This is an optimization exercise on Yosys and OpenROAD, whose aim is small area, not a production implementation.
In this exercise RTL edits were held to simulation tests only and were not proved equivalent to the original.
Power figures rest on the tool's default switching activity, not on a simulated workload.

`flow/config.mk`:
```
export PLATFORM = sky130hd
export DESIGN_NAME = ahb_convolver
export DESIGN_NICKNAME = ahb_convolver
export VERILOG_FILES = /design/flow/design.v
export SDC_FILE = /design/flow/constraint.sdc
export NUM_CORES = 4
export LEC_CHECK = 0
export CAP_MARGIN = 20
export CORE_MARGIN = 2
export CORE_UTILIZATION = 65
export SLEW_MARGIN = 20
export SYNTH_HIERARCHICAL = 1
```
`flow/constraint.sdc`:
```
create_clock -name core_clock -period 6.0 [get_ports {tb_clk}]
set_input_delay 1.2000 -clock core_clock [delete_from_list [all_inputs] [get_ports {tb_clk}]]
set_output_delay 1.2000 -clock core_clock [all_outputs]
set_load 0.01 [all_outputs]
```
`flow/design.v`:
```
`timescale 1ns/1ns
module mac_stage1 (
  input  logic [35:0] kernel,
  input  logic [35:0] samples,
  output logic [12:0] part_n
);
  logic pp0_00;
  logic pp0_01;
  logic pp0_02;
  logic pp0_03;
  logic pp0_10;
  logic pp0_11;
  logic pp0_12;
  logic pp0_13;
  logic pp0_20;
  logic pp0_21;
  logic pp0_22;
  logic pp0_23;
  logic pp0_30;
  logic pp0_31;
  logic pp0_32;
  logic pp0_33;
  logic pp1_00;
  logic pp1_01;
  logic pp1_02;
  logic pp1_03;
  logic pp1_10;
  logic pp1_11;
  logic pp1_12;
  logic pp1_13;
  logic pp1_20;
  logic pp1_21;
  logic pp1_22;
  logic pp1_23;
  logic pp1_30;
  logic pp1_31;
  logic pp1_32;
  logic pp1_33;
  logic pp2_00;
  logic pp2_01;
  logic pp2_02;
  logic pp2_03;
  logic pp2_10;
  logic pp2_11;
  logic pp2_12;
  logic pp2_13;
  logic pp2_20;
  logic pp2_21;
  logic pp2_22;
  logic pp2_23;
  logic pp2_30;
  logic pp2_31;
  logic pp2_32;
  logic pp2_33;
  logic pp3_00;
  logic pp3_01;
  logic pp3_02;
  logic pp3_03;
  logic pp3_10;
  logic pp3_11;
  logic pp3_12;
  logic pp3_13;
  logic pp3_20;
  logic pp3_21;
  logic pp3_22;
  logic pp3_23;
  logic pp3_30;
  logic pp3_31;
  logic pp3_32;
  logic pp3_33;
  logic pp4_00;
  logic pp4_01;
  logic pp4_02;
  logic pp4_03;
  logic pp4_10;
  logic pp4_11;
  logic pp4_12;
  logic pp4_13;
  logic pp4_20;
  logic pp4_21;
  logic pp4_22;
  logic pp4_23;
  logic pp4_30;
  logic pp4_31;
  logic pp4_32;
  logic pp4_33;
  logic pp5_00;
  logic pp5_01;
  logic pp5_02;
  logic pp5_03;
  logic pp5_10;
  logic pp5_11;
  logic pp5_12;
  logic pp5_13;
  logic pp5_20;
  logic pp5_21;
  logic pp5_22;
  logic pp5_23;
  logic pp5_30;
  logic pp5_31;
  logic pp5_32;
  logic pp5_33;
  logic pp6_00;
  logic pp6_01;
  logic pp6_02;
  logic pp6_03;
  logic pp6_10;
  logic pp6_11;
  logic pp6_12;
  logic pp6_13;
  logic pp6_20;
  logic pp6_21;
  logic pp6_22;
  logic pp6_23;
  logic pp6_30;
  logic pp6_31;
  logic pp6_32;
  logic pp6_33;
  logic pp7_00;
  logic pp7_01;
  logic pp7_02;
  logic pp7_03;
  logic pp7_10;
  logic pp7_11;
  logic pp7_12;
  logic pp7_13;
  logic pp7_20;
  logic pp7_21;
  logic pp7_22;
  logic pp7_23;
  logic pp7_30;
  logic pp7_31;
  logic pp7_32;
  logic pp7_33;
  logic pp8_00;
  logic pp8_01;
  logic pp8_02;
  logic pp8_03;
  logic pp8_10;
  logic pp8_11;
  logic pp8_12;
  logic pp8_13;
  logic pp8_20;
  logic pp8_21;
  logic pp8_22;
  logic pp8_23;
  logic pp8_30;
  logic pp8_31;
  logic pp8_32;
  logic pp8_33;
  logic fs0;
  logic fc0;
  logic fs1;
  logic fc1;
  logic fs2;
  logic fc2;
  logic fs3;
  logic fc3;
  logic fs4;
  logic fc4;
  logic fs5;
  logic fc5;
  logic fs6;
  logic fc6;
  logic fs7;
  logic fc7;
  logic fs8;
  logic fc8;
  logic fs9;
  logic fc9;
  logic fs10;
  logic fc10;
  logic fs11;
  logic fc11;
  logic fs12;
  logic fc12;
  logic fs13;
  logic fc13;
  logic hs14;
  logic hc14;
  logic fs15;
  logic fc15;
  logic fs16;
  logic fc16;
  logic fs17;
  logic fc17;
  logic fs18;
  logic fc18;
  logic fs19;
  logic fc19;
  logic fs20;
  logic fc20;
  logic fs21;
  logic fc21;
  logic fs22;
  logic fc22;
  logic fs23;
  logic fc23;
  logic fs24;
  logic fc24;
  logic fs25;
  logic fc25;
  logic fs26;
  logic fc26;
  logic fs27;
  logic fc27;
  logic fs28;
  logic fc28;
  logic fs29;
  logic fc29;
  logic fs30;
  logic fc30;
  logic fs31;
  logic fc31;
  logic fs32;
  logic fc32;
  logic hs33;
  logic hc33;
  logic fs34;
  logic fc34;
  logic fs35;
  logic fc35;
  logic fs36;
  logic fc36;
  logic fs37;
  logic fc37;
  logic fs38;
  logic fc38;
  logic fs39;
  logic fc39;
  logic fs40;
  logic fc40;
  logic fs41;
  logic fc41;
  logic fs42;
  logic fc42;
  logic fs43;
  logic fc43;
  logic fs44;
  logic fc44;
  logic fs45;
  logic fc45;
  logic fs46;
  logic fc46;
  logic fs47;
  logic fc47;
  logic fs48;
  logic fc48;
  logic fs49;
  logic fc49;
  logic fs50;
  logic fc50;
  logic fs51;
  logic fc51;
  logic fs52;
  logic fc52;
  logic fs53;
  logic fc53;
  logic fs54;
  logic fc54;
  logic fs55;
  logic fc55;
  logic fs56;
  logic fc56;
  logic fs57;
  logic fc57;
  logic fs58;
  logic fc58;
  logic fs59;
  logic fc59;
  logic fs60;
  logic fc60;
  logic fs61;
  logic fc61;
  logic fs62;
  logic fc62;
  logic fs63;
  logic fc63;
  logic fs64;
  logic fc64;
  logic fs65;
  logic fc65;
  logic fs66;
  logic fc66;
  logic fs67;
  logic fc67;
  logic fs68;
  logic fc68;
  logic fs69;
  logic fc69;
  logic fs70;
  logic fc70;
  logic fs71;
  logic fc71;
  logic fs72;
  logic fc72;
  logic fs73;
  logic fc73;
  logic fs74;
  logic fc74;
  logic fs75;
  logic fc75;
  logic fs76;
  logic fc76;
  logic fs77;
  logic fc77;
  logic fs78;
  logic fc78;
  logic fs79;
  logic fc79;
  logic fs80;
  logic fc80;
  logic fs81;
  logic fc81;
  logic fs82;
  logic fc82;
  logic fs83;
  logic fc83;
  logic fs84;
  logic fc84;
  logic fs85;
  logic fc85;
  logic fs86;
  logic fc86;
  logic hs87;
  logic hc87;
  logic fs88;
  logic fc88;
  logic fs89;
  logic fc89;
  logic fs90;
  logic fc90;
  logic fs91;
  logic fc91;
  logic fs92;
  logic fc92;
  logic fs93;
  logic fc93;
  logic fs94;
  logic fc94;
  logic fs95;
  logic fc95;
  logic fs96;
  logic fc96;
  logic fs97;
  logic fc97;
  logic fs98;
  logic fc98;
  logic fs99;
  logic fc99;
  logic fs100;
  logic fc100;
  logic fs101;
  logic fc101;
  logic fs102;
  logic fc102;
  logic fs103;
  logic fc103;
  logic fs104;
  logic fc104;
  logic fs105;
  logic fc105;
  logic fs106;
  logic fc106;
  logic fs107;
  logic fc107;
  logic fs108;
  logic fc108;
  logic fs109;
  logic fc109;
  logic fs110;
  logic fc110;
  logic fs111;
  logic fc111;
  logic fs112;
  logic fc112;
  logic fs113;
  logic fc113;
  logic fs114;
  logic fc114;
  logic fs115;
  logic fc115;
  logic fs116;
  logic fc116;
  logic fs117;
  logic fc117;
  logic fs118;
  logic fc118;
  logic fs119;
  logic fc119;
  logic fs120;
  logic fc120;
  logic fs121;
  logic fc121;
  logic fs122;
  logic fc122;
  logic fs123;
  logic fc123;
  logic fs124;
  logic fc124;
  logic fs125;
  logic fc125;
  logic fs126;
  logic fc126;
  logic fs127;
  logic fc127;
  logic fs128;
  logic fc128;
  logic fs129;
  logic fc129;
  logic fs130;
  logic fc130;
  logic fs131;
  logic fc131;
  logic fs132;
  logic fc132;
  logic fs133;
  logic fc133;
  assign pp0_00 = ~(kernel[0] & samples[0]);
  assign pp0_01 = ~(kernel[0] & samples[1]);
  assign pp0_02 = ~(kernel[0] & samples[2]);
  assign pp0_03 = ~(kernel[0] & samples[3]);
  assign pp0_10 = ~(kernel[1] & samples[0]);
  assign pp0_11 = ~(kernel[1] & samples[1]);
  assign pp0_12 = ~(kernel[1] & samples[2]);
  assign pp0_13 = ~(kernel[1] & samples[3]);
  assign pp0_20 = ~(kernel[2] & samples[0]);
  assign pp0_21 = ~(kernel[2] & samples[1]);
  assign pp0_22 = ~(kernel[2] & samples[2]);
  assign pp0_23 = ~(kernel[2] & samples[3]);
  assign pp0_30 = ~(kernel[3] & samples[0]);
  assign pp0_31 = ~(kernel[3] & samples[1]);
  assign pp0_32 = ~(kernel[3] & samples[2]);
  assign pp0_33 = ~(kernel[3] & samples[3]);
  assign pp1_00 = ~(kernel[4] & samples[4]);
  assign pp1_01 = ~(kernel[4] & samples[5]);
  assign pp1_02 = ~(kernel[4] & samples[6]);
  assign pp1_03 = ~(kernel[4] & samples[7]);
  assign pp1_10 = ~(kernel[5] & samples[4]);
  assign pp1_11 = ~(kernel[5] & samples[5]);
  assign pp1_12 = ~(kernel[5] & samples[6]);
  assign pp1_13 = ~(kernel[5] & samples[7]);
  assign pp1_20 = ~(kernel[6] & samples[4]);
  assign pp1_21 = ~(kernel[6] & samples[5]);
  assign pp1_22 = ~(kernel[6] & samples[6]);
  assign pp1_23 = ~(kernel[6] & samples[7]);
  assign pp1_30 = ~(kernel[7] & samples[4]);
  assign pp1_31 = ~(kernel[7] & samples[5]);
  assign pp1_32 = ~(kernel[7] & samples[6]);
  assign pp1_33 = ~(kernel[7] & samples[7]);
  assign pp2_00 = ~(kernel[8] & samples[8]);
  assign pp2_01 = ~(kernel[8] & samples[9]);
  assign pp2_02 = ~(kernel[8] & samples[10]);
  assign pp2_03 = ~(kernel[8] & samples[11]);
  assign pp2_10 = ~(kernel[9] & samples[8]);
  assign pp2_11 = ~(kernel[9] & samples[9]);
  assign pp2_12 = ~(kernel[9] & samples[10]);
  assign pp2_13 = ~(kernel[9] & samples[11]);
  assign pp2_20 = ~(kernel[10] & samples[8]);
  assign pp2_21 = ~(kernel[10] & samples[9]);
  assign pp2_22 = ~(kernel[10] & samples[10]);
  assign pp2_23 = ~(kernel[10] & samples[11]);
  assign pp2_30 = ~(kernel[11] & samples[8]);
  assign pp2_31 = ~(kernel[11] & samples[9]);
  assign pp2_32 = ~(kernel[11] & samples[10]);
  assign pp2_33 = ~(kernel[11] & samples[11]);
  assign pp3_00 = ~(kernel[12] & samples[12]);
  assign pp3_01 = ~(kernel[12] & samples[13]);
  assign pp3_02 = ~(kernel[12] & samples[14]);
  assign pp3_03 = ~(kernel[12] & samples[15]);
  assign pp3_10 = ~(kernel[13] & samples[12]);
  assign pp3_11 = ~(kernel[13] & samples[13]);
  assign pp3_12 = ~(kernel[13] & samples[14]);
  assign pp3_13 = ~(kernel[13] & samples[15]);
  assign pp3_20 = ~(kernel[14] & samples[12]);
  assign pp3_21 = ~(kernel[14] & samples[13]);
  assign pp3_22 = ~(kernel[14] & samples[14]);
  assign pp3_23 = ~(kernel[14] & samples[15]);
  assign pp3_30 = ~(kernel[15] & samples[12]);
  assign pp3_31 = ~(kernel[15] & samples[13]);
  assign pp3_32 = ~(kernel[15] & samples[14]);
  assign pp3_33 = ~(kernel[15] & samples[15]);
  assign pp4_00 = ~(kernel[16] & samples[16]);
  assign pp4_01 = ~(kernel[16] & samples[17]);
  assign pp4_02 = ~(kernel[16] & samples[18]);
  assign pp4_03 = ~(kernel[16] & samples[19]);
  assign pp4_10 = ~(kernel[17] & samples[16]);
  assign pp4_11 = ~(kernel[17] & samples[17]);
  assign pp4_12 = ~(kernel[17] & samples[18]);
  assign pp4_13 = ~(kernel[17] & samples[19]);
  assign pp4_20 = ~(kernel[18] & samples[16]);
  assign pp4_21 = ~(kernel[18] & samples[17]);
  assign pp4_22 = ~(kernel[18] & samples[18]);
  assign pp4_23 = ~(kernel[18] & samples[19]);
  assign pp4_30 = ~(kernel[19] & samples[16]);
  assign pp4_31 = ~(kernel[19] & samples[17]);
  assign pp4_32 = ~(kernel[19] & samples[18]);
  assign pp4_33 = ~(kernel[19] & samples[19]);
  assign pp5_00 = ~(kernel[20] & samples[20]);
  assign pp5_01 = ~(kernel[20] & samples[21]);
  assign pp5_02 = ~(kernel[20] & samples[22]);
  assign pp5_03 = ~(kernel[20] & samples[23]);
  assign pp5_10 = ~(kernel[21] & samples[20]);
  assign pp5_11 = ~(kernel[21] & samples[21]);
  assign pp5_12 = ~(kernel[21] & samples[22]);
  assign pp5_13 = ~(kernel[21] & samples[23]);
  assign pp5_20 = ~(kernel[22] & samples[20]);
  assign pp5_21 = ~(kernel[22] & samples[21]);
  assign pp5_22 = ~(kernel[22] & samples[22]);
  assign pp5_23 = ~(kernel[22] & samples[23]);
  assign pp5_30 = ~(kernel[23] & samples[20]);
  assign pp5_31 = ~(kernel[23] & samples[21]);
  assign pp5_32 = ~(kernel[23] & samples[22]);
  assign pp5_33 = ~(kernel[23] & samples[23]);
  assign pp6_00 = ~(kernel[24] & samples[24]);
  assign pp6_01 = ~(kernel[24] & samples[25]);
  assign pp6_02 = ~(kernel[24] & samples[26]);
  assign pp6_03 = ~(kernel[24] & samples[27]);
  assign pp6_10 = ~(kernel[25] & samples[24]);
  assign pp6_11 = ~(kernel[25] & samples[25]);
  assign pp6_12 = ~(kernel[25] & samples[26]);
  assign pp6_13 = ~(kernel[25] & samples[27]);
  assign pp6_20 = ~(kernel[26] & samples[24]);
  assign pp6_21 = ~(kernel[26] & samples[25]);
  assign pp6_22 = ~(kernel[26] & samples[26]);
  assign pp6_23 = ~(kernel[26] & samples[27]);
  assign pp6_30 = ~(kernel[27] & samples[24]);
  assign pp6_31 = ~(kernel[27] & samples[25]);
  assign pp6_32 = ~(kernel[27] & samples[26]);
  assign pp6_33 = ~(kernel[27] & samples[27]);
  assign pp7_00 = ~(kernel[28] & samples[28]);
  assign pp7_01 = ~(kernel[28] & samples[29]);
  assign pp7_02 = ~(kernel[28] & samples[30]);
  assign pp7_03 = ~(kernel[28] & samples[31]);
  assign pp7_10 = ~(kernel[29] & samples[28]);
  assign pp7_11 = ~(kernel[29] & samples[29]);
  assign pp7_12 = ~(kernel[29] & samples[30]);
  assign pp7_13 = ~(kernel[29] & samples[31]);
  assign pp7_20 = ~(kernel[30] & samples[28]);
  assign pp7_21 = ~(kernel[30] & samples[29]);
  assign pp7_22 = ~(kernel[30] & samples[30]);
  assign pp7_23 = ~(kernel[30] & samples[31]);
  assign pp7_30 = ~(kernel[31] & samples[28]);
  assign pp7_31 = ~(kernel[31] & samples[29]);
  assign pp7_32 = ~(kernel[31] & samples[30]);
  assign pp7_33 = ~(kernel[31] & samples[31]);
  assign pp8_00 = ~(kernel[32] & samples[32]);
  assign pp8_01 = ~(kernel[32] & samples[33]);
  assign pp8_02 = ~(kernel[32] & samples[34]);
  assign pp8_03 = ~(kernel[32] & samples[35]);
  assign pp8_10 = ~(kernel[33] & samples[32]);
  assign pp8_11 = ~(kernel[33] & samples[33]);
  assign pp8_12 = ~(kernel[33] & samples[34]);
  assign pp8_13 = ~(kernel[33] & samples[35]);
  assign pp8_20 = ~(kernel[34] & samples[32]);
  assign pp8_21 = ~(kernel[34] & samples[33]);
  assign pp8_22 = ~(kernel[34] & samples[34]);
  assign pp8_23 = ~(kernel[34] & samples[35]);
  assign pp8_30 = ~(kernel[35] & samples[32]);
  assign pp8_31 = ~(kernel[35] & samples[33]);
  assign pp8_32 = ~(kernel[35] & samples[34]);
  assign pp8_33 = ~(kernel[35] & samples[35]);
  conv_fa u_fa0 (.a(pp0_00), .b(pp1_00), .c(pp2_00), .s(fs0), .co(fc0));
  conv_fa u_fa1 (.a(pp3_00), .b(pp4_00), .c(pp5_00), .s(fs1), .co(fc1));
  conv_fa u_fa2 (.a(pp6_00), .b(pp7_00), .c(pp8_00), .s(fs2), .co(fc2));
  conv_fa u_fa3 (.a(fs0), .b(fs1), .c(fs2), .s(fs3), .co(fc3));
  conv_fa u_fa4 (.a(pp0_01), .b(pp0_10), .c(pp1_01), .s(fs4), .co(fc4));
  conv_fa u_fa5 (.a(pp1_10), .b(pp2_01), .c(pp2_10), .s(fs5), .co(fc5));
  conv_fa u_fa6 (.a(pp3_01), .b(pp3_10), .c(pp4_01), .s(fs6), .co(fc6));
  conv_fa u_fa7 (.a(pp4_10), .b(pp5_01), .c(pp5_10), .s(fs7), .co(fc7));
  conv_fa u_fa8 (.a(pp6_01), .b(pp6_10), .c(pp7_01), .s(fs8), .co(fc8));
  conv_fa u_fa9 (.a(pp7_10), .b(pp8_01), .c(pp8_10), .s(fs9), .co(fc9));
  conv_fa u_fa10 (.a(fc0), .b(fc1), .c(fc2), .s(fs10), .co(fc10));
  conv_fa u_fa11 (.a(fs4), .b(fs5), .c(fs6), .s(fs11), .co(fc11));
  conv_fa u_fa12 (.a(fs7), .b(fs8), .c(fs9), .s(fs12), .co(fc12));
  conv_fa u_fa13 (.a(fc3), .b(fs10), .c(fs11), .s(fs13), .co(fc13));
  conv_hai u_ha14 (.a_n(fs12), .b_n(fs13), .s_n(hs14), .co_n(hc14));
  conv_fa u_fa15 (.a(pp0_02), .b(pp0_11), .c(pp0_20), .s(fs15), .co(fc15));
  conv_fa u_fa16 (.a(pp1_02), .b(pp1_11), .c(pp1_20), .s(fs16), .co(fc16));
  conv_fa u_fa17 (.a(pp2_02), .b(pp2_11), .c(pp2_20), .s(fs17), .co(fc17));
  conv_fa u_fa18 (.a(pp3_02), .b(pp3_11), .c(pp3_20), .s(fs18), .co(fc18));
  conv_fa u_fa19 (.a(pp4_02), .b(pp4_11), .c(pp4_20), .s(fs19), .co(fc19));
  conv_fa u_fa20 (.a(pp5_02), .b(pp5_11), .c(pp5_20), .s(fs20), .co(fc20));
  conv_fa u_fa21 (.a(pp6_02), .b(pp6_11), .c(pp6_20), .s(fs21), .co(fc21));
  conv_fa u_fa22 (.a(pp7_02), .b(pp7_11), .c(pp7_20), .s(fs22), .co(fc22));
  conv_fa u_fa23 (.a(pp8_02), .b(pp8_11), .c(pp8_20), .s(fs23), .co(fc23));
  conv_fa u_fa24 (.a(fc4), .b(fc5), .c(fc6), .s(fs24), .co(fc24));
  conv_fa u_fa25 (.a(fc7), .b(fc8), .c(fc9), .s(fs25), .co(fc25));
  conv_fa u_fa26 (.a(fs15), .b(fs16), .c(fs17), .s(fs26), .co(fc26));
  conv_fa u_fa27 (.a(fs18), .b(fs19), .c(fs20), .s(fs27), .co(fc27));
  conv_fa u_fa28 (.a(fs21), .b(fs22), .c(fs23), .s(fs28), .co(fc28));
  conv_fa u_fa29 (.a(fc10), .b(fc11), .c(fc12), .s(fs29), .co(fc29));
  conv_fa u_fa30 (.a(fs24), .b(fs25), .c(fs26), .s(fs30), .co(fc30));
  conv_fa u_fa31 (.a(fs27), .b(fs28), .c(fc13), .s(fs31), .co(fc31));
  conv_fa u_fa32 (.a(fs29), .b(fs30), .c(hc14), .s(fs32), .co(fc32));
  conv_hai u_ha33 (.a_n(fs31), .b_n(fs32), .s_n(hs33), .co_n(hc33));
  conv_fa u_fa34 (.a(pp0_03), .b(pp0_12), .c(pp0_21), .s(fs34), .co(fc34));
  conv_fa u_fa35 (.a(pp0_30), .b(pp1_03), .c(pp1_12), .s(fs35), .co(fc35));
  conv_fa u_fa36 (.a(pp1_21), .b(pp1_30), .c(pp2_03), .s(fs36), .co(fc36));
  conv_fa u_fa37 (.a(pp2_12), .b(pp2_21), .c(pp2_30), .s(fs37), .co(fc37));
  conv_fa u_fa38 (.a(pp3_03), .b(pp3_12), .c(pp3_21), .s(fs38), .co(fc38));
  conv_fa u_fa39 (.a(pp3_30), .b(pp4_03), .c(pp4_12), .s(fs39), .co(fc39));
  conv_fa u_fa40 (.a(pp4_21), .b(pp4_30), .c(pp5_03), .s(fs40), .co(fc40));
  conv_fa u_fa41 (.a(pp5_12), .b(pp5_21), .c(pp5_30), .s(fs41), .co(fc41));
  conv_fa u_fa42 (.a(pp6_03), .b(pp6_12), .c(pp6_21), .s(fs42), .co(fc42));
  conv_fa u_fa43 (.a(pp6_30), .b(pp7_03), .c(pp7_12), .s(fs43), .co(fc43));
  conv_fa u_fa44 (.a(pp7_21), .b(pp7_30), .c(pp8_03), .s(fs44), .co(fc44));
  conv_fa u_fa45 (.a(pp8_12), .b(pp8_21), .c(pp8_30), .s(fs45), .co(fc45));
  conv_fa u_fa46 (.a(fc15), .b(fc16), .c(fc17), .s(fs46), .co(fc46));
  conv_fa u_fa47 (.a(fc18), .b(fc19), .c(fc20), .s(fs47), .co(fc47));
  conv_fa u_fa48 (.a(fc21), .b(fc22), .c(fc23), .s(fs48), .co(fc48));
  conv_fa u_fa49 (.a(fs34), .b(fs35), .c(fs36), .s(fs49), .co(fc49));
  conv_fa u_fa50 (.a(fs37), .b(fs38), .c(fs39), .s(fs50), .co(fc50));
  conv_fa u_fa51 (.a(fs40), .b(fs41), .c(fs42), .s(fs51), .co(fc51));
  conv_fa u_fa52 (.a(fs43), .b(fs44), .c(fs45), .s(fs52), .co(fc52));
  conv_fa u_fa53 (.a(fc24), .b(fc25), .c(fc26), .s(fs53), .co(fc53));
  conv_fa u_fa54 (.a(fc27), .b(fc28), .c(fs46), .s(fs54), .co(fc54));
  conv_fa u_fa55 (.a(fs47), .b(fs48), .c(fs49), .s(fs55), .co(fc55));
  conv_fa u_fa56 (.a(fs50), .b(fs51), .c(fs52), .s(fs56), .co(fc56));
  conv_fa u_fa57 (.a(fc29), .b(fc30), .c(fs53), .s(fs57), .co(fc57));
  conv_fa u_fa58 (.a(fs54), .b(fs55), .c(fs56), .s(fs58), .co(fc58));
  conv_fa u_fa59 (.a(fc31), .b(fs57), .c(fs58), .s(fs59), .co(fc59));
  conv_fa u_fa60 (.a(fc32), .b(fs59), .c(hc33), .s(fs60), .co(fc60));
  conv_fa u_fa61 (.a(pp0_13), .b(pp0_22), .c(pp0_31), .s(fs61), .co(fc61));
  conv_fa u_fa62 (.a(pp1_13), .b(pp1_22), .c(pp1_31), .s(fs62), .co(fc62));
  conv_fa u_fa63 (.a(pp2_13), .b(pp2_22), .c(pp2_31), .s(fs63), .co(fc63));
  conv_fa u_fa64 (.a(pp3_13), .b(pp3_22), .c(pp3_31), .s(fs64), .co(fc64));
  conv_fa u_fa65 (.a(pp4_13), .b(pp4_22), .c(pp4_31), .s(fs65), .co(fc65));
  conv_fa u_fa66 (.a(pp5_13), .b(pp5_22), .c(pp5_31), .s(fs66), .co(fc66));
  conv_fa u_fa67 (.a(pp6_13), .b(pp6_22), .c(pp6_31), .s(fs67), .co(fc67));
  conv_fa u_fa68 (.a(pp7_13), .b(pp7_22), .c(pp7_31), .s(fs68), .co(fc68));
  conv_fa u_fa69 (.a(pp8_13), .b(pp8_22), .c(pp8_31), .s(fs69), .co(fc69));
  conv_fa u_fa70 (.a(fc34), .b(fc35), .c(fc36), .s(fs70), .co(fc70));
  conv_fa u_fa71 (.a(fc37), .b(fc38), .c(fc39), .s(fs71), .co(fc71));
  conv_fa u_fa72 (.a(fc40), .b(fc41), .c(fc42), .s(fs72), .co(fc72));
  conv_fa u_fa73 (.a(fc43), .b(fc44), .c(fc45), .s(fs73), .co(fc73));
  conv_fa u_fa74 (.a(fs61), .b(fs62), .c(fs63), .s(fs74), .co(fc74));
  conv_fa u_fa75 (.a(fs64), .b(fs65), .c(fs66), .s(fs75), .co(fc75));
  conv_fa u_fa76 (.a(fs67), .b(fs68), .c(fs69), .s(fs76), .co(fc76));
  conv_fa u_fa77 (.a(fc46), .b(fc47), .c(fc48), .s(fs77), .co(fc77));
  conv_fa u_fa78 (.a(fc49), .b(fc50), .c(fc51), .s(fs78), .co(fc78));
  conv_fa u_fa79 (.a(fc52), .b(fs70), .c(fs71), .s(fs79), .co(fc79));
  conv_fa u_fa80 (.a(fs72), .b(fs73), .c(fs74), .s(fs80), .co(fc80));
  conv_fa u_fa81 (.a(fs75), .b(fs76), .c(fc53), .s(fs81), .co(fc81));
  conv_fa u_fa82 (.a(fc54), .b(fs77), .c(fc55), .s(fs82), .co(fc82));
  conv_fa u_fa83 (.a(fc56), .b(fs78), .c(fs79), .s(fs83), .co(fc83));
  conv_fa u_fa84 (.a(fs80), .b(fc57), .c(fs81), .s(fs84), .co(fc84));
  conv_fa u_fa85 (.a(fc58), .b(fs82), .c(fs83), .s(fs85), .co(fc85));
  conv_fa u_fa86 (.a(fs84), .b(fc59), .c(fs85), .s(fs86), .co(fc86));
  conv_hai u_ha87 (.a_n(fc60), .b_n(fs86), .s_n(hs87), .co_n(hc87));
  conv_fa u_fa88 (.a(pp0_23), .b(pp0_32), .c(pp1_23), .s(fs88), .co(fc88));
  conv_fa u_fa89 (.a(pp1_32), .b(pp2_23), .c(pp2_32), .s(fs89), .co(fc89));
  conv_fa u_fa90 (.a(pp3_23), .b(pp3_32), .c(pp4_23), .s(fs90), .co(fc90));
  conv_fa u_fa91 (.a(pp4_32), .b(pp5_23), .c(pp5_32), .s(fs91), .co(fc91));
  conv_fa u_fa92 (.a(pp6_23), .b(pp6_32), .c(pp7_23), .s(fs92), .co(fc92));
  conv_fa u_fa93 (.a(pp7_32), .b(pp8_23), .c(pp8_32), .s(fs93), .co(fc93));
  conv_fa u_fa94 (.a(fc61), .b(fc62), .c(fc63), .s(fs94), .co(fc94));
  conv_fa u_fa95 (.a(fc64), .b(fc65), .c(fc66), .s(fs95), .co(fc95));
  conv_fa u_fa96 (.a(fc67), .b(fc68), .c(fc69), .s(fs96), .co(fc96));
  conv_fa u_fa97 (.a(fs88), .b(fs89), .c(fs90), .s(fs97), .co(fc97));
  conv_fa u_fa98 (.a(fs91), .b(fs92), .c(fs93), .s(fs98), .co(fc98));
  conv_fa u_fa99 (.a(fc70), .b(fc71), .c(fc72), .s(fs99), .co(fc99));
  conv_fa u_fa100 (.a(fc73), .b(fc74), .c(fc75), .s(fs100), .co(fc100));
  conv_fa u_fa101 (.a(fc76), .b(fs94), .c(fs95), .s(fs101), .co(fc101));
  conv_fa u_fa102 (.a(fs96), .b(fs97), .c(fs98), .s(fs102), .co(fc102));
  conv_fa u_fa103 (.a(fc77), .b(fc78), .c(fc79), .s(fs103), .co(fc103));
  conv_fa u_fa104 (.a(fs99), .b(fc80), .c(fs100), .s(fs104), .co(fc104));
  conv_fa u_fa105 (.a(fs101), .b(fs102), .c(fc81), .s(fs105), .co(fc105));
  conv_fa u_fa106 (.a(fc82), .b(fc83), .c(fs103), .s(fs106), .co(fc106));
  conv_fa u_fa107 (.a(fs104), .b(fc84), .c(fs105), .s(fs107), .co(fc107));
  conv_fa u_fa108 (.a(fc85), .b(fs106), .c(fs107), .s(fs108), .co(fc108));
  conv_fa u_fa109 (.a(fc86), .b(hc87), .c(fs108), .s(fs109), .co(fc109));
  conv_fa u_fa110 (.a(pp0_33), .b(pp1_33), .c(pp2_33), .s(fs110), .co(fc110));
  conv_fa u_fa111 (.a(pp3_33), .b(pp4_33), .c(pp5_33), .s(fs111), .co(fc111));
  conv_fa u_fa112 (.a(pp6_33), .b(pp7_33), .c(pp8_33), .s(fs112), .co(fc112));
  conv_fa u_fa113 (.a(fc88), .b(fc89), .c(fc90), .s(fs113), .co(fc113));
  conv_fa u_fa114 (.a(fc91), .b(fc92), .c(fc93), .s(fs114), .co(fc114));
  conv_fa u_fa115 (.a(fs110), .b(fs111), .c(fs112), .s(fs115), .co(fc115));
  conv_fa u_fa116 (.a(fc94), .b(fc95), .c(fc96), .s(fs116), .co(fc116));
  conv_fa u_fa117 (.a(fc97), .b(fc98), .c(fs113), .s(fs117), .co(fc117));
  conv_fa u_fa118 (.a(fs114), .b(fs115), .c(fc99), .s(fs118), .co(fc118));
  conv_fa u_fa119 (.a(fc100), .b(fc101), .c(fs116), .s(fs119), .co(fc119));
  conv_fa u_fa120 (.a(fc102), .b(fs117), .c(fc103), .s(fs120), .co(fc120));
  conv_fa u_fa121 (.a(fs118), .b(fc104), .c(fs119), .s(fs121), .co(fc121));
  conv_fa u_fa122 (.a(fc105), .b(fc106), .c(fs120), .s(fs122), .co(fc122));
  conv_fa u_fa123 (.a(fs121), .b(fc107), .c(fs122), .s(fs123), .co(fc123));
  conv_fa u_fa124 (.a(fc108), .b(fs123), .c(fc109), .s(fs124), .co(fc124));
  conv_fa u_fa125 (.a(fc110), .b(fc111), .c(fc112), .s(fs125), .co(fc125));
  conv_fa u_fa126 (.a(fc113), .b(fc114), .c(fc115), .s(fs126), .co(fc126));
  conv_fa u_fa127 (.a(fs125), .b(fc116), .c(fc117), .s(fs127), .co(fc127));
  conv_fa u_fa128 (.a(fs126), .b(fc118), .c(fc119), .s(fs128), .co(fc128));
  conv_fa u_fa129 (.a(fs127), .b(fc120), .c(fc121), .s(fs129), .co(fc129));
  conv_fa u_fa130 (.a(fs128), .b(fc122), .c(fs129), .s(fs130), .co(fc130));
  conv_fa u_fa131 (.a(fc123), .b(fs130), .c(fc124), .s(fs131), .co(fc131));
  conv_fa u_fa132 (.a(fc125), .b(fc126), .c(fc127), .s(fs132), .co(fc132));
  conv_fa u_fa133 (.a(fc128), .b(fs132), .c(fc129), .s(fs133), .co(fc133));
  assign part_n = {fc133, fc132, fc131, fs133, fc130, fs131, fs124, fs109, hs87, fs60, hs33, hs14, fs3};
endmodule
module mac_stage2 (
  input  logic [12:0] part_n,
  output logic [10:0] sum_n
);
  logic fs134;
  logic fc134;
  logic fs135;
  logic fc135;
  conv_fa u_fa134 (.a(part_n[10]), .b(part_n[8]), .c(part_n[9]), .s(fs134), .co(fc134));
  conv_fa u_fa135 (.a(part_n[11]), .b(part_n[12]), .c(fc134), .s(fs135), .co(fc135));
  assign sum_n = {fc135, fs135, fs134, part_n[7], part_n[6], part_n[5], part_n[4], part_n[3], part_n[2], part_n[1], part_n[0]};
endmodule
module conv_fa (
  input  logic a,
  input  logic b,
  input  logic c,
  output logic s,
  output logic co
);
  assign s = a ^ b ^ c;
  assign co = (a & b) | (a & c) | (b & c);
endmodule
module conv_hai (
  input  logic a_n,
  input  logic b_n,
  output logic s_n,
  output logic co_n
);
  assign s_n = ~(a_n ^ b_n);
  assign co_n = a_n | b_n;
endmodule
`timescale 1ns/1ns
module ahb_convolver (
  input  logic       tb_clk,
  input  logic       reset,
  input  logic       hsel,
  input  logic [4-1:0]  haddr,
  input  logic [1:0] htrans,
  input  logic       hwrite,
  input  logic [16-1:0]  hwdata,
  output logic [16-1:0]  hrdata,
  output logic       hresp
);
  logic        accept;
  logic        addr_error;
  logic        pop;
  logic [11:0] read_mux;
  logic [11:0] rdata_q;
  logic [2:0]  wr_sel;
  logic [35:0] coeff_stage;
  logic [11:0] sample_stage;
  logic        load_coeff;
  logic        load_sample;
  logic        busy;
  logic        empty;
  logic        overflow;
  logic [10:0] rd_data;
  assign accept = hsel && htrans[1];
  always_comb begin
    case (haddr)
      4'd0, 4'd2: addr_error = hwrite;
      4'd4, 4'd6, 4'd8, 4'd10, 4'd12: addr_error = 1'b0;
      default: addr_error = 1'b1;
    endcase
  end
  assign pop = accept && !hwrite && (haddr == 4'd2);
  always_comb begin
    case (haddr[3:1])
      3'd0: read_mux = {9'd0, overflow, !empty, busy};
      3'd1: read_mux = {1'b0, rd_data};
      3'd2: read_mux = sample_stage;
      3'd3: read_mux = coeff_stage[11:0];
      3'd4: read_mux = coeff_stage[23:12];
      3'd5: read_mux = coeff_stage[35:24];
      default: read_mux = '0;
    endcase
  end
  always_ff @(posedge tb_clk) begin
    if (reset) begin
      hresp <= 1'b0;
      rdata_q <= '0;
      wr_sel <= '0;
    end else begin
      hresp <= accept && addr_error;
      rdata_q <= (accept && !hwrite && !addr_error) ? read_mux : '0;
      wr_sel <= (accept && hwrite && !addr_error) ? haddr[3:1] : 3'd0;
    end
  end
  assign hrdata = {4'd0, rdata_q};
  logic [11:0] stage_data;
  assign stage_data = hwdata[11:0] & {12{!reset}};
  always_ff @(posedge tb_clk) begin
    if (reset || wr_sel == 3'd2) sample_stage <= stage_data;
    if (reset || wr_sel == 3'd3) coeff_stage[11:0] <= stage_data;
    if (reset || wr_sel == 3'd4) coeff_stage[23:12] <= stage_data;
    if (reset || wr_sel == 3'd5) coeff_stage[35:24] <= stage_data;
  end
  always_ff @(posedge tb_clk) begin
    if (reset) begin
      load_coeff <= 1'b0;
      load_sample <= 1'b0;
    end else begin
      load_coeff <= (wr_sel == 3'd6) && hwdata[0];
      load_sample <= (wr_sel == 3'd6) && hwdata[1] && !hwdata[0];
    end
  end
  logic [35:0] kernel;
  logic        kernel_clear;
  logic [23:0] window;
  logic [1:0]  fill_q;
  always_ff @(posedge tb_clk) begin
    if (reset) begin
      kernel_clear <= 1'b1;
    end else if (load_coeff) begin
      kernel_clear <= 1'b0;
    end
  end
  always_ff @(posedge tb_clk) begin
    if (load_coeff) kernel <= coeff_stage;
  end
  always_ff @(posedge tb_clk) begin
    if (load_sample) window <= {sample_stage, window[23:12]};
  end
  logic [12:0] part_n;
  logic [12:0] part_q;
  logic [10:0] sum_n;
  logic [10:0] res_q;
  logic [2:0]  vld_q;
  logic        push;
  mac_stage1 i_mac_stage1 (
    .kernel  (kernel),
    .samples ({sample_stage, window}),
    .part_n  (part_n)
  );
  mac_stage2 i_mac_stage2 (
    .part_n  (part_q),
    .sum_n   (sum_n)
  );
  always_ff @(posedge tb_clk) begin
    part_q <= part_n;
    res_q <= ~sum_n & {11{!kernel_clear}};
  end
  always_ff @(posedge tb_clk) begin
    if (reset) begin
      fill_q <= '0;
      vld_q <= '0;
    end else begin
      if (load_sample && !fill_q[1]) fill_q <= fill_q + 2'd1;
      vld_q <= {vld_q[1:0], load_sample && fill_q[1]};
    end
  end
  assign push = vld_q[2];
  assign busy = (|vld_q) || load_coeff || load_sample;
  logic [15:0][10:0] mem;
  logic [4:0]  wr_ptr;
  logic [4:0]  rd_ptr;
  logic [4:0]  wr_ptr_d;
  logic        do_pop;
  logic        fits;
  logic        fits_q;
  assign empty = (wr_ptr == rd_ptr);
  assign do_pop = pop && !empty;
  assign wr_ptr_d = wr_ptr + 5'(fits_q);
  assign fits = !((wr_ptr_d == {~rd_ptr[4], rd_ptr[3:0]}) && !do_pop);
  always_ff @(posedge tb_clk) begin
    for (int i = 0; i < 16; i++) begin
      if (vld_q[1] && fits && wr_ptr_d[3:0] == 4'(i)) mem[i] <= res_q;
    end
  end
  always_ff @(posedge tb_clk) begin
    if (reset) begin
      wr_ptr <= '0;
      rd_ptr <= '0;
      fits_q <= 1'b0;
      overflow <= 1'b0;
    end else begin
      wr_ptr <= wr_ptr_d;
      if (do_pop) rd_ptr <= rd_ptr + 5'd1;
      fits_q <= vld_q[1] && fits;
      if (push && !fits_q) overflow <= 1'b1;
    end
  end
  always_comb begin
    rd_data = '0;
    for (int i = 0; i < 16; i++) begin
      rd_data = rd_data | (mem[i] & {11{rd_ptr[3:0] == 4'(i) && !empty}});
    end
  end
endmodule
```
`flow/flow/run.sh`:
```
#!/bin/bash
set -euo pipefail
export BUFFER_PORTS_ARGS="-buffer_cell sky130_fd_sc_hd__buf_1"
export RECOVER_POWER=100
export CTS_ARGS="-sink_clustering_enable -repair_clock_nets -dont_use_dummy_load -buf_list sky130_fd_sc_hd__clkbuf_4 -sink_clustering_size 10 -sink_clustering_max_diameter 60"
bash standard.sh > standard.log 2>&1
```
`flow/standard.sh`:
```
#!/bin/bash
# synth_recipe.tcl (not shown) runs the flow's synth.tcl, then flattens the netlist and writes it again
# the make line also repeats each setting of config.mk as NAME=value (left out here)
make -C /OpenROAD-flow-scripts/flow DESIGN_CONFIG=/design/flow/config.mk WORK_HOME=/design/flow/orfs CLKGATE_MAP_FILE= SYNTH_SCRIPT=/design/flow/synth_recipe.tcl "${@:-finish}"
```
==> results of run 1 <==
cells in the final DEF, fill, tap and decap left out, types with 4 or more instances in the layout:
cell / count
sky130_fd_sc_hd__buf_4: 8
sky130_fd_sc_hd__nor4_1: 10
sky130_fd_sc_hd__a22oi_1: 25
sky130_fd_sc_hd__nand2_1: 167
sky130_fd_sc_hd__o22ai_1: 6
sky130_fd_sc_hd__a31oi_1: 5
sky130_fd_sc_hd__conb_1: 4
sky130_fd_sc_hd__nor2_1: 40
sky130_fd_sc_hd__buf_1: 33
sky130_fd_sc_hd__nor2b_1: 22
sky130_fd_sc_hd__and3_1: 11
sky130_fd_sc_hd__nand3_1: 20
sky130_fd_sc_hd__nor3b_1: 6
sky130_fd_sc_hd__o21ai_0: 24
sky130_fd_sc_hd__clkbuf_1: 24
sky130_fd_sc_hd__a32o_1: 7
sky130_fd_sc_hd__ha_1: 9
sky130_fd_sc_hd__fa_1: 133
sky130_fd_sc_hd__mux2_2: 7
sky130_fd_sc_hd__a32oi_1: 20
sky130_fd_sc_hd__inv_1: 20
sky130_fd_sc_hd__a22o_1: 15
sky130_fd_sc_hd__a221oi_1: 9
sky130_fd_sc_hd__dfxtp_1: 60
sky130_fd_sc_hd__clkbuf_4: 41
sky130_fd_sc_hd__a222oi_1: 13
sky130_fd_sc_hd__xor2_1: 11
sky130_fd_sc_hd__xnor2_1: 7
sky130_fd_sc_hd__mux2i_1: 7
sky130_fd_sc_hd__a21oi_1: 21
sky130_fd_sc_hd__edfxtp_1: 284
Yosys stat by module (local to each module, per instance):
module	times used	cell area, µm²
ahb_convolver	1	12550
conv_fa	133	20.02
conv_hai	3	27.53
mac_stage1	1	638.1
mac_stage2	1	82.58
worst max-delay path: cells and delay by family, from the launching register on:
| family | cells | cell delay, ns |
|---|---|---|
| adders and majority gates | 10 | 4.63 |
| DFF | 1 | 0.53 |
| and+or+nand+nor | 1 | 0.13 |
power by group:
part	switching [W]	leakage, nW	total, W	internal [W]
Clock	0.000691	0.189	0.00101	0.000315
Sequential	0.0000310	3.14	0.00265	0.00262
Combinational	0.000206	1.90	0.000367	0.000161
layer usage:
metal  vias to the layer above  wire length, µm  global-route usage
met5                         -                0                   0
met3                        55             4155              0.1032
met4                         0              802             0.08482
met2                       429            16330              0.4282
li1                       4019                -                   -
met1                      4697            15770              0.4419
through the flow:
stage	worst slack, ns	area [µm²]	power [W]	util	instances
detailed placement	0.6149	16490	0.003091	0.6801	1404
CTS	0.5171	16800	0.004071	0.6928	1445
global placement	0.6311	16480	0.003078	0.6798	1403
global route	0.3361	16620	0.004210	0.6854	1446
floorplan	0.9471	16030	0.003109	-	1089
finish	0.5314	16620	0.004027	0.6854	1446
worst paths after layout:
kind | from | endpoint | slack, ns | cells past startpoint
max reg2reg | sample_stage[1] | part_q[7] | 0.53 | 11
min reg2reg | part_q[3] | res_q[3] | 0.32 | 1
min | part_q[3] | res_q[3] | 0.32 | 1
max | sample_stage[1] | part_q[7] | 0.53 | 11
flip-flops by register name (all words and copies together) (netlist names):
name and count:
window 24, load_coeff 1, load_sample 1, fits_q 1, coeff_stage 36, wr_sel 3
rdata_q 12, wr_ptr 5, sample_stage 12, res_q 11, hresp 1, kernel_clear 1
overflow 1, part_q 13, fill_q 2, vld_q 3, mem 176, kernel 36
rd_ptr 5
logic make-up (layout without fill, tap and decap cells):
logic type	count (synthesis)	after routing
buf+inv	94	126
flops	344	344
other cells	1	5
xor+xnor	20	20
simple gates	299	299
mux	14	14
compound gates	172	172
fa+ha+maj	142	142
cells in the mapped netlist, drive strengths merged (4+ instances only):
library cell and n:
a21oi 21, a221oi 9, a222oi 13, a22o 15
a22oi 25, a31oi 5, a32o 7, a32oi 20
and3 11, buf 38, clkbuf 36, dfxtp 60
edfxtp 284, fa 133, ha 9, inv 20
mux2 7, mux2i 7, nand2 167, nand3 21
nor2 40, nor2b 22, nor3 4, nor3b 7
nor4 14, o21ai 24, o22ai 6, xnor2 9
xor2 11
cell type report:
cell class	count	area share
diodes	1	0.0001506
well taps	324	0.02439
clock buffers	41	0.01852
flip-flops and latches	344	0.5854
repair buffers	65	0.01649
inverters	20	0.004517
multi-input cells	651	0.3505
==> flow_summary.json, run 1 <==
{
  "run_status": "complete, but fails checks",
  "so_faults": "capacitance limit, slew limit",
  "numCtsBuffers": 41,
  "syn_avg_cell_area_um2": 14.75,
  "design.final.nets": 1291,
  "layout_worst_path_cycle_share": 0.9114,
  "route.detailed.vias_per_inst": 6.362,
  "gp_congestion": 0.9227,
  "cts_tree": "built",
  "synth-edff-count": 284,
  "post_cts_buffers": 0,
  "synth-adder-area-share": 0.1733,
  "critical-path-top-cell-by-count": "sky130_fd_sc_hd__fa_1",
  "setup_viol": 0,
  "timing.final.hold_violations": 0,
  "syn-cell-area_mm2": 0.01602,
  "core_area_mm2": 0.02425,
  "setup.worst_path.class": "reg2reg",
  "whs_ns": 0.3176,
  "critPathCaptureType": "register",
  "synth-xor-area-share": 0.01141,
  "worst-slew-pin-transition_ns": 2.066,
  "cts.sink_count": 344,
  "final_layout_size_suffix_gt1_frac": 0.06066,
  "unrepaired_setup_endpoints_after_global_routing": "false",
  "yosysSeqAreaShare": 0.6075,
  "ys_seq_elements": 344,
  "number_of_antenna_violations_at_the_first_check_in_global_routing": 1,
  "clockRootBuffer": "sky130_fd_sc_hd__clkbuf_4",
  "postCtsHoldBufs": 0,
  "ctsHtreeMaxLevel": 2,
  "gr-total-overflow": 0,
  "total_die_area_mm2": 0.02591,
  "synth.distinct_cells": 64,
  "rows": 57,
  "cts-resized-gates": 0,
  "synthSimpleGateAreaFrac": 0.08508,
  "yosys-top-cells-area": "sky130_fd_sc_hd__edfxtp_1 53%, sky130_fd_sc_hd__fa_1 17%, sky130_fd_sc_hd__dfxtp_1 7.5%, sky130_fd_sc_hd__nand2_1 3.9%, sky130_fd_sc_hd__buf_4 1.3%",
  "final_antenna_net_count": 0,
  "hpwlAfterDp_mm": 26.26,
  "timing.clock.skew_ns": 0.07190,
  "n_fill_cell": 1786,
  "worst_ir_drop_vdd_v": 0.0001628,
  "fmax_ghz": 0.1829,
  "initialDrtViolationCount": 1100,
  "cp_data_arrival_time_ns": 5.95,
  "min-delay-path-class": "reg2reg",
  "remaining_routing_drc_violations": 0,
  "synth_top_cell_by_area": "sky130_fd_sc_hd__edfxtp_1",
  "multi_input_comb_area_mm2": 0.005826,
  "crit_path_top_delay_cell": "sky130_fd_sc_hd__fa_1",
  "max_stage_delay_ns": 0.54,
  "cellLeakagePower_nw": 5.230,
  "p_per_area_mw_per_mm2": 242.3,
  "relative_max_transition_margin": -0.3772,
  "maxCapViolations": 3,
  "critPathLaunchType": "register",
  "yosysWarnings": 7,
  "grt_pass1_wl_mm": 55.98,
  "cts-root-to-sink-buffers": 3,
  "port-buffer-count": 33,
  "setup_tns_ns": 0,
  "muxShareOfSynthArea": 0.009297,
  "cp_data_required_time_ns": 6.48,
  "post_synthesis_instance_total": 1086,
  "routed_wirelength_mm": 37.05,
  "synth_largest_type_area_fraction": 0.5325,
  "clock_pin_slew_on_the_worst_setup_and_hold_paths_ns": 0.10,
  "clk_latency_ns": 0.67,
  "number_of_ports_placed_on_the_die_boundary": 43,
  "first_global_vias": 9442,
  "overall_global_routing_usage": 0.2980,
  "chipHeight_um": 161.0,
  "critPathMaxFanout": 6,
  "postSynth.topFlopCell": "sky130_fd_sc_hd__edfxtp_1",
  "starting_density_of_the_core": 0.6605,
  "area_delta_synth_final_pct": 3.774,
  "layout.area.seq_mm2": 0.009729,
  "cp_cell_sequence": "nand2_1 > fa_1 > fa_1 > fa_1 > fa_1 > fa_1 > fa_1 > fa_1 > fa_1 > fa_1 > fa_1",
  "fp.dieW_um": 161.0,
  "final_critical_path_required_period_ns": 5.469,
  "routedWlPerCell_um": 25.63,
  "grt_start_max_net_pins": 38,
  "vias": 9200,
  "synth_top_family_by_area": "adder cells",
  "ys_async_sr_fraction": 0,
  "slew_viol_final": 103,
  "number_of_iterations_in_the_first_detailed_routing_pass": 7,
  "synth-compound-area-share": 0.08383
}
==> run 2, diff against run 1 <==
==> flow/flow/run.sh (replaced) <==
#!/bin/bash
set -euo pipefail
export BUFFER_PORTS_ARGS="-buffer_cell sky130_fd_sc_hd__buf_1"
export CTS_ARGS="-sink_clustering_enable -repair_clock_nets -dont_use_dummy_load -buf_list sky130_fd_sc_hd__clkbuf_4 -sink_clustering_size 10 -sink_clustering_max_diameter 60"
bash standard.sh > standard.log 2>&1
==> run 2 against run 1 <==
Now clean on timing, DRC and antenna. Global-route usage unchanged. Clock-buffer cell count is the same. Hold slack gained 0.0017 ns. Fmax fell by 0.28%. Cell count stayed put. Sequential share of layout area shrank 0.70 points. Non-clock buffer count stayed put. Highest routed layer unchanged.
==> flow_summary.json, run 2 <==
{
  "timing.final.ws_setup_ns": 0.5162,
  "routedWlPerCell_um": 25.53,
  "ctsHtreeMaxLevel": 2,
  "multi_input_comb_area_mm2": 0.005936,
  "grt_pass1_wl_mm": 55.98,
  "gp_congestion": 0.9227,
  "place.detailed.instances": 1404,
  "rrSetupSlack_ns": 0.52,
  "post_synthesis_instance_total": 1086,
  "most_frequent_cells_in_the_layout": "284 x sky130_fd_sc_hd__edfxtp_1, 167 x sky130_fd_sc_hd__nand2_1, 133 x sky130_fd_sc_hd__fa_1",
  "yosys.cell_count.top_type": "sky130_fd_sc_hd__edfxtp_1",
  "clockRootBuffer": "sky130_fd_sc_hd__clkbuf_4",
  "reg.largest.list": "mem: 176 flops, coeff_stage: 36 flops, kernel: 36 flops",
  "remaining_routing_drc_violations": 0,
  "setup_viol": 0,
  "post_layout_nonfiller_instances": 1446,
  "min_delay_path_depth": 1,
  "rows": 57,
  "number_of_antenna_violations_at_the_first_check_in_global_routing": 1,
  "final_layout_size_suffix_gt1_frac": 0.09634,
  "max_flop_register": "mem",
  "yosysSeqAreaShare": 0.6075,
  "ys_async_sr_fraction": 0,
  "gr-total-overflow": 0,
  "final_critical_path_required_period_ns": 5.484,
  "cts-root-to-sink-buffers": 3,
  "area_delta_synth_final_pct": 5.024,
  "yosysWarnings": 7,
  "final_antenna_net_count": 0,
  "timing.rr.start": "sample_stage[2]",
  "overall_global_routing_usage": 0.2980,
  "synth-edff-count": 284,
  "syn-cell-area_mm2": 0.01602,
  "critPathMaxFanout": 6,
  "maxCapViolations": 0,
  "synth_top_cell_by_area": "sky130_fd_sc_hd__edfxtp_1",
  "numCtsBuffers": 41,
  "cts-resized-gates": 0,
  "p_per_area_mw_per_mm2": 239.1,
  "yosys-top-cells-area": "sky130_fd_sc_hd__edfxtp_1 53%, sky130_fd_sc_hd__fa_1 17%, sky130_fd_sc_hd__dfxtp_1 7.5%, sky130_fd_sc_hd__nand2_1 3.9%, sky130_fd_sc_hd__buf_4 1.3%",
  "r2r_end": "part_q[7]",
  "number_of_iterations_in_the_first_detailed_routing_pass": 5,
  "slew_viol_final": 0,
  "route.detailed.vias_per_inst": 6.371,
  "timing.final.hold_violations": 0,
  "ys_seq_elements": 344,
  "run_status": "complete, no violations",
  "timing.clock.skew_ns": 0.06533,
  "setup.worst_path.class": "reg2reg",
  "largest_register_ffs": 176,
  "syn_avg_cell_area_um2": 14.75,
  "setup_tns_ns": 0,
  "cp_data_arrival_time_ns": 5.97,
  "whs_endpoint": "res_q[3]",
  "cts_tree": "built",
  "initialDrtViolationCount": 1112,
  "relative_max_transition_margin": 0.2285,
  "total_die_area_mm2": 0.02591,
  "worst_ir_drop_vdd_v": 0.0001639,
  "critPathLaunchType": "register",
  "n_fill_cell": 1735,
  "synth_common_cells": "284 x sky130_fd_sc_hd__edfxtp_1, 167 x sky130_fd_sc_hd__nand2_1, 133 x sky130_fd_sc_hd__fa_1",
  "first_global_vias": 9442,
  "vias": 9212,
  "rr_worst_depth": 13,
  "min-delay-start": "part_q[3]",
  "min-delay-path-class": "reg2reg",
  "synth.distinct_cells": 64,
  "detailedPlace.worstSlack_ns": 0.6149,
  "whs_ns": 0.3193,
  "hpwlAfterDp_mm": 26.26,
  "core_area_mm2": 0.02425,
  "clock_pin_slew_on_the_worst_setup_and_hold_paths_ns": 0.10,
  "postCtsHoldBufs": 0,
  "routed_wirelength_mm": 36.92,
  "design.final.nets": 1291,
  "final_util": 0.6937,
  "layout.area.seq_mm2": 0.009729,
  "worst-slew-pin-transition_ns": 1.155,
  "grt_start_max_net_pins": 38,
  "fp.dieW_um": 161.0,
  "fmax_ghz": 0.1824,
  "synth_largest_type_area_fraction": 0.5325,
  "clk_latency_ns": 0.66,
  "number_of_ports_placed_on_the_die_boundary": 43,
  "cellLeakagePower_nw": 5.334,
  "chipHeight_um": 161.0,
  "unrepaired_setup_endpoints_after_global_routing": "false",
  "postSynth.topFlopCell": "sky130_fd_sc_hd__edfxtp_1",
  "port-buffer-count": 33,
  "post_cts_buffers": 0,
  "starting_density_of_the_core": 0.6605,
  "critPathCaptureType": "register",
  "layout_worst_path_cycle_share": 0.9140,
  "cts.sink_count": 344,
  "cp_data_required_time_ns": 6.48,
  "final_common_cell": "sky130_fd_sc_hd__edfxtp_1"
}
## run 2: critical path: stages (launching register included)
cell and delay (ns):
sky130_fd_sc_hd__edfxtp_1 0.58, sky130_fd_sc_hd__nand2_1 0.14, sky130_fd_sc_hd__fa_1 0.46, sky130_fd_sc_hd__fa_1 0.68
sky130_fd_sc_hd__fa_1 0.47, sky130_fd_sc_hd__fa_1 0.53, sky130_fd_sc_hd__fa_1 0.44, sky130_fd_sc_hd__fa_1 0.47
sky130_fd_sc_hd__inv_1 0.07, sky130_fd_sc_hd__ha_1 0.13, sky130_fd_sc_hd__inv_1 0.05, sky130_fd_sc_hd__fa_1 0.41
sky130_fd_sc_hd__fa_1 0.42, sky130_fd_sc_hd__fa_1 0.44
## run 2: metrics by stage
stage | instance area, µm² | total power [W]
6_report | 16820 | 0.004022
5_1_grt | 16820 | 0.004211
4_1_cts | 16800 | 0.004071
3_5_place_dp | 16490 | 0.003091
3_3_place_gp | 16480 | 0.003078
2_1_floorplan | 16030 | 0.003109
## run 2: layer usage
layer / routed length, µm / global-route usage / up-vias
met4: 856 / 0.08482 / 0
met1: 15390 / 0.4419 / 4653
met3: 4474 / 0.1032 / 63
li1: - / - / 4016
met2: 16200 / 0.4282 / 480
met5: 0 / 0 / -
## run 2: logic make-up (layout without fill, tap and decap cells)
logic type / Yosys count / in the layout / share of synthesized area
other: 1 / 5 / 0.0002342
DFF: 344 / 344 / 0.6075
and+or+nand+nor: 299 / 299 / 0.08508
muxes: 14 / 14 / 0.009297
buffers and inverters: 94 / 126 / 0.02937
AOI/OAI and AO/OA: 172 / 172 / 0.08383
adders and majority gates: 142 / 142 / 0.1733
xor gates and xnor gates: 20 / 20 / 0.01141
## run 2: power breakdown
part / switching (W) / internal (W) / total, W
Sequential: 0.0000313 / 0.00262 / 0.00265
Combinational: 0.000207 / 0.000162 / 0.000369
Clock: 0.000684 / 0.000315 / 0.00100
## run 2: worst max path at each step
stage	startpoint	to	slack (ns)
after floorplan	kernel[1]	part_q[7]	0.95
after global placement	sample_stage[1]	part_q[7]	0.63
after detailed placement	sample_stage[1]	part_q[7]	0.61
after CTS	sample_stage[1]	part_q[7]	0.52
after global routing	sample_stage[2]	part_q[7]	0.34
final	sample_stage[2]	part_q[7]	0.52
## run 2: layout make-up
cell class / count / share of cell area
Sequential cell: 344 / 0.5784
Multi-Input combinational cell: 651 / 0.3529
Tap cell: 324 / 0.02410
Timing Repair Buffer: 65 / 0.02165
Clock buffer: 41 / 0.01830
Inverter: 20 / 0.004463
Antenna cell: 1 / 0.0001488
## run 2: per-module statistics from Yosys, one instance, submodules excluded
module / cell area, µm² / cells
conv_hai: 27.53 / 5
conv_fa: 20.02 / 1
mac_stage1: 638.1 / 157
ahb_convolver: 12550 / 770
mac_stage2: 82.58 / 11
==> run 3, diff against run 2 <==
==> flow/flow/run.sh (replaced) <==
#!/bin/bash
set -euo pipefail
export BUFFER_PORTS_ARGS="-buffer_cell sky130_fd_sc_hd__buf_1"
export GPL_KEEP_OVERFLOW=0
export CTS_ARGS="-sink_clustering_enable -repair_clock_nets -dont_use_dummy_load -buf_list sky130_fd_sc_hd__clkbuf_4 -sink_clustering_size 10 -sink_clustering_max_diameter 60"
bash standard.sh > standard.log 2>&1
==> run 3 against run 2 <==
Register-to-register slack hardly changed. Power is 0.47% higher. Clock-buffer cell count stayed put. Via count is 2.2% higher. Fmax is 0.24% lower. Synthesized cell count stayed put. Combinational power hardly changed. Non-clock buffer count is 4 lower. Critical path depth is 2 lower. Worst setup slack worse by 0.013 ns. Sequential power hardly changed. Critical endpoint unchanged.
==> flow_summary.json, run 3 <==
{
  "timing.final.ws_setup_ns": 0.5027,
  "number_of_ports_placed_on_the_die_boundary": 43,
  "n_fill_cell": 1715,
  "synth-compound-area-share": 0.08383,
  "crit_path_top_delay_cell": "sky130_fd_sc_hd__edfxtp_1",
  "cts.sink_count": 344,
  "most_frequent_cells_in_the_layout": "284 x sky130_fd_sc_hd__edfxtp_1, 167 x sky130_fd_sc_hd__nand2_1, 133 x sky130_fd_sc_hd__fa_1",
  "final_common_cell": "sky130_fd_sc_hd__edfxtp_1",
  "syn_avg_cell_area_um2": 14.75,
  "grt_start_max_net_pins": 37,
  "routedWlPerCell_um": 25.99,
  "cellLeakagePower_nw": 5.326,
  "gp_congestion": 0.8792,
  "worst-slew-pin-transition_ns": 1.071,
  "routed_wirelength_mm": 37.48,
  "unrepaired_setup_endpoints_after_global_routing": "false",
  "setup.worst_path.class": "reg2reg",
  "setup_tns_ns": 0,
  "synth-edff-count": 284,
  "muxShareOfSynthArea": 0.009297,
  "timing.rr.start": "sample_stage[1]",
  "whs_endpoint": "res_q[4]",
  "cts_tree": "built",
  "run_status": "complete, no violations",
  "worst_ir_drop_vdd_v": 0.0001706,
  "ys_seq_elements": 344,
  "starting_density_of_the_core": 0.6605,
  "number_of_iterations_in_the_first_detailed_routing_pass": 6,
  "rrSetupSlack_ns": 0.50,
  "final_critical_path_required_period_ns": 5.497,
  "synth_top_cell_by_area": "sky130_fd_sc_hd__edfxtp_1",
  "timing.clock.skew_ns": 0.09840,
  "critPathLaunchType": "register",
  "min-delay-path-class": "reg2reg",
  "remaining_routing_drc_violations": 0,
  "route.detailed.vias_per_inst": 6.531,
  "cp_data_arrival_time_ns": 5.97,
  "reg.largest.list": "mem: 176 flops, coeff_stage: 36 flops, kernel: 36 flops",
  "min_delay_path_depth": 1,
  "synth.distinct_cells": 64,
  "largest_register_ffs": 176,
  "clockRootBuffer": "sky130_fd_sc_hd__clkbuf_4",
  "port-buffer-count": 33,
  "fmax_ghz": 0.1819,
  "synth-adder-area-share": 0.1733,
  "rr_worst_depth": 11,
  "critical-path-top-cell-by-count": "sky130_fd_sc_hd__fa_1",
  "yosys.cell_count.top_type": "sky130_fd_sc_hd__edfxtp_1",
  "relative_max_transition_margin": 0.2848,
  "max_stage_delay_ns": 0.55,
  "ys_async_sr_fraction": 0,
  "cts-resized-gates": 0,
  "grt_pass1_wl_mm": 57.53,
  "yosys-top-cells-area": "sky130_fd_sc_hd__edfxtp_1 53%, sky130_fd_sc_hd__fa_1 17%, sky130_fd_sc_hd__dfxtp_1 7.5%, sky130_fd_sc_hd__nand2_1 3.9%, sky130_fd_sc_hd__buf_4 1.3%",
  "number_of_antenna_violations_at_the_first_check_in_global_routing": 1,
  "postCtsHoldBufs": 0,
  "cts-root-to-sink-buffers": 3,
  "core_area_mm2": 0.02425,
  "critPathMaxFanout": 6,
  "detailedPlace.worstSlack_ns": 0.5721,
  "maxCapViolations": 0,
  "overall_global_routing_usage": 0.3018,
  "synth_common_cells": "284 x sky130_fd_sc_hd__edfxtp_1, 167 x sky130_fd_sc_hd__nand2_1, 133 x sky130_fd_sc_hd__fa_1",
  "numCtsBuffers": 41,
  "total_die_area_mm2": 0.02591,
  "clk_latency_ns": 0.69,
  "r2r_end": "part_q[7]",
  "fp.dieW_um": 161.0,
  "hpwlAfterDp_mm": 26.94,
  "syn-cell-area_mm2": 0.01602,
  "min-delay-start": "part_q[4]",
  "vias": 9417,
  "slew_viol_final": 0,
  "design.final.nets": 1287,
  "gr-total-overflow": 0,
  "ctsHtreeMaxLevel": 2,
  "cp_data_required_time_ns": 6.48,
  "first_global_vias": 9601,
  "synth_top_family_by_area": "adder cells",
  "critPathCaptureType": "register",
  "layout_worst_path_cycle_share": 0.9162,
  "final_layout_size_suffix_gt1_frac": 0.1047,
  "synth-xor-area-share": 0.01141,
  "chipHeight_um": 161.0,
  "timing.final.hold_violations": 0,
  "synthSimpleGateAreaFrac": 0.08508,
  "yosysWarnings": 7,
  "synth_largest_type_area_fraction": 0.5325,
  "p_per_area_mw_per_mm2": 240.2,
  "postSynth.topFlopCell": "sky130_fd_sc_hd__edfxtp_1",
  "rows": 57,
  "area_delta_synth_final_pct": 5.031,
  "cp_cell_sequence": "nand2_1 > fa_1 > fa_1 > fa_1 > fa_1 > fa_1 > fa_1 > fa_1 > fa_1 > fa_1 > fa_1",
  "yosysSeqAreaShare": 0.6075,
  "post_cts_buffers": 0,
  "clock_pin_slew_on_the_worst_setup_and_hold_paths_ns": 0.11,
  "final_antenna_net_count": 0,
  "initialDrtViolationCount": 1290,
  "max_flop_register": "mem",
  "setup_viol": 0,
  "post_synthesis_instance_total": 1086
}
-- run 3: cell types whose count changed in the layout (fill, tap and decap cells not counted), moves of 4 or more --
| cell | before | now |
|---|---|---|
| sky130_fd_sc_hd__buf_4 | 32 | 9 |
| sky130_fd_sc_hd__buf_2 | 0 | 16 |
| sky130_fd_sc_hd__dfxtp_1 | 60 | 56 |
| sky130_fd_sc_hd__dfxtp_2 | 0 | 4 |
| sky130_fd_sc_hd__ha_1 | 9 | 5 |
| sky130_fd_sc_hd__ha_2 | 0 | 4 |
-- run 3: per-module statistics from Yosys, one instance, submodules excluded --
module,cells inside,copies in the design
ahb_convolver,770,1
mac_stage1,157,1
mac_stage2,11,1
conv_hai,5,3
conv_fa,1,133
-- run 3: worst max-delay path, delay by kind of cell (launching register included) --
family,cells,cell delay [ns]
adder cells (fa/ha/maj),10,4.61
flip-flops,1,0.55
AND/OR/NAND/NOR,1,0.13
-- run 3: where the power goes --
| part | leakage, nW | internal (W) | switching (W) | total [W] |
|---|---|---|---|---|
| logic | 2.00 | 0.000160 | 0.000208 | 0.000368 |
| registers | 3.14 | 0.00262 | 0.0000328 | 0.00265 |
| clock network | 0.189 | 0.000315 | 0.000703 | 0.00102 |
-- run 3: worst max path at each step --
stage / startpoint / cells past startpoint / to / slack, ns
after floorplan: kernel[1] / 12 / part_q[7] / 0.95
after global placement: haddr[1] / 5 / mem[69] / -0.03
after detailed placement: sample_stage[1] / 11 / part_q[7] / 0.57
after CTS: sample_stage[1] / 11 / part_q[7] / 0.45
after global routing: sample_stage[0] / 11 / part_q[7] / 0.34
final: sample_stage[1] / 11 / part_q[7] / 0.50
-- run 3: stage by stage --
stage | hold WS [ns] | instances | cell area, µm² | total power [W] | utilization
CTS | 0.2777 | 1440 | 16800 | 0.004068 | 0.6927
detailed placement | 0.3705 | 1399 | 16490 | 0.003087 | 0.6800
finish | 0.2817 | 1442 | 16820 | 0.004041 | 0.6937
global placement | 0.3676 | 1372 | 16160 | 0.003081 | 0.6665
floorplan | 0.4083 | 1089 | 16030 | 0.003109 | -
global route | 0.2940 | 1442 | 16820 | 0.004211 | 0.6937
-- run 3: layout make-up --
class / count / area [µm²] / share of cell area
Multi-Input combinational cell: 651 / 5966 / 0.3547
Inverter: 20 / 75.07 / 0.004463
Tap cell: 324 / 405.4 / 0.02410
Timing Repair Buffer: 61 / 330.3 / 0.01964
Sequential cell: 344 / 9734 / 0.5787
Clock buffer: 41 / 307.8 / 0.01830
Antenna cell: 1 / 2.502 / 0.0001488
-- run 3: logic make-up (layout without fill, tap and decap cells) --
logic type      after synthesis  in the layout
buf+inv                      94            122
flops                       344            344
fa+ha+maj                   142            142
xor+xnor                     20             20
mux                          14             14
simple gates                299            299
compound gates              172            172
other cells                   1              5
-- run 3: per-layer routing --
metal / vias to the layer above / share of wire / track usage
met5: - / 0 / 0
met4: 0 / 0.024 / 0.09091
met3: 66 / 0.11 / 0.07781
met2: 534 / 0.44 / 0.4235
met1: 4822 / 0.43 / 0.4743
li1: 3995 / - / -

==> afterwards: timing with drivers on the ports <==
The flow's constraints put no driver on any port. The routed layouts listed below were extracted and timed again, unchanged, in two steps.
Step 1, drivers: a clkbuf_16 drives tb_clk and a buf_2 each remaining input, both assumed.
Step 2 adds t to the input delays and takes it off the output delays; t is the mean of the earliest and latest rising clock arrival at the registers after step 1. Input paths then give back, and output paths get back, about the clock's delay inside the block.
a / b / c = ideal ports / drivers / drivers and shift; a / b = the first two.
run | t (ns) | setup slack, ns | worst setup path after step 2 | slew at the worst register clock pin (ns) | pins driven straight from the clock port
run 1 | 0.673 | 0.531 / 0.531 / 0.284 | input to register | 0.12 / 0.12 | 1
run 2 | 0.670 | 0.516 / 0.516 / 0.516 | register to register | 0.12 / 0.12 | 1
run 3 | 0.685 | 0.503 / 0.503 / 0.503 | register to register | 0.11 / 0.11 | 1
The setup slack of run 1, which loses most, moves by 0.000 ns with the drivers and by -0.247 ns with both steps.
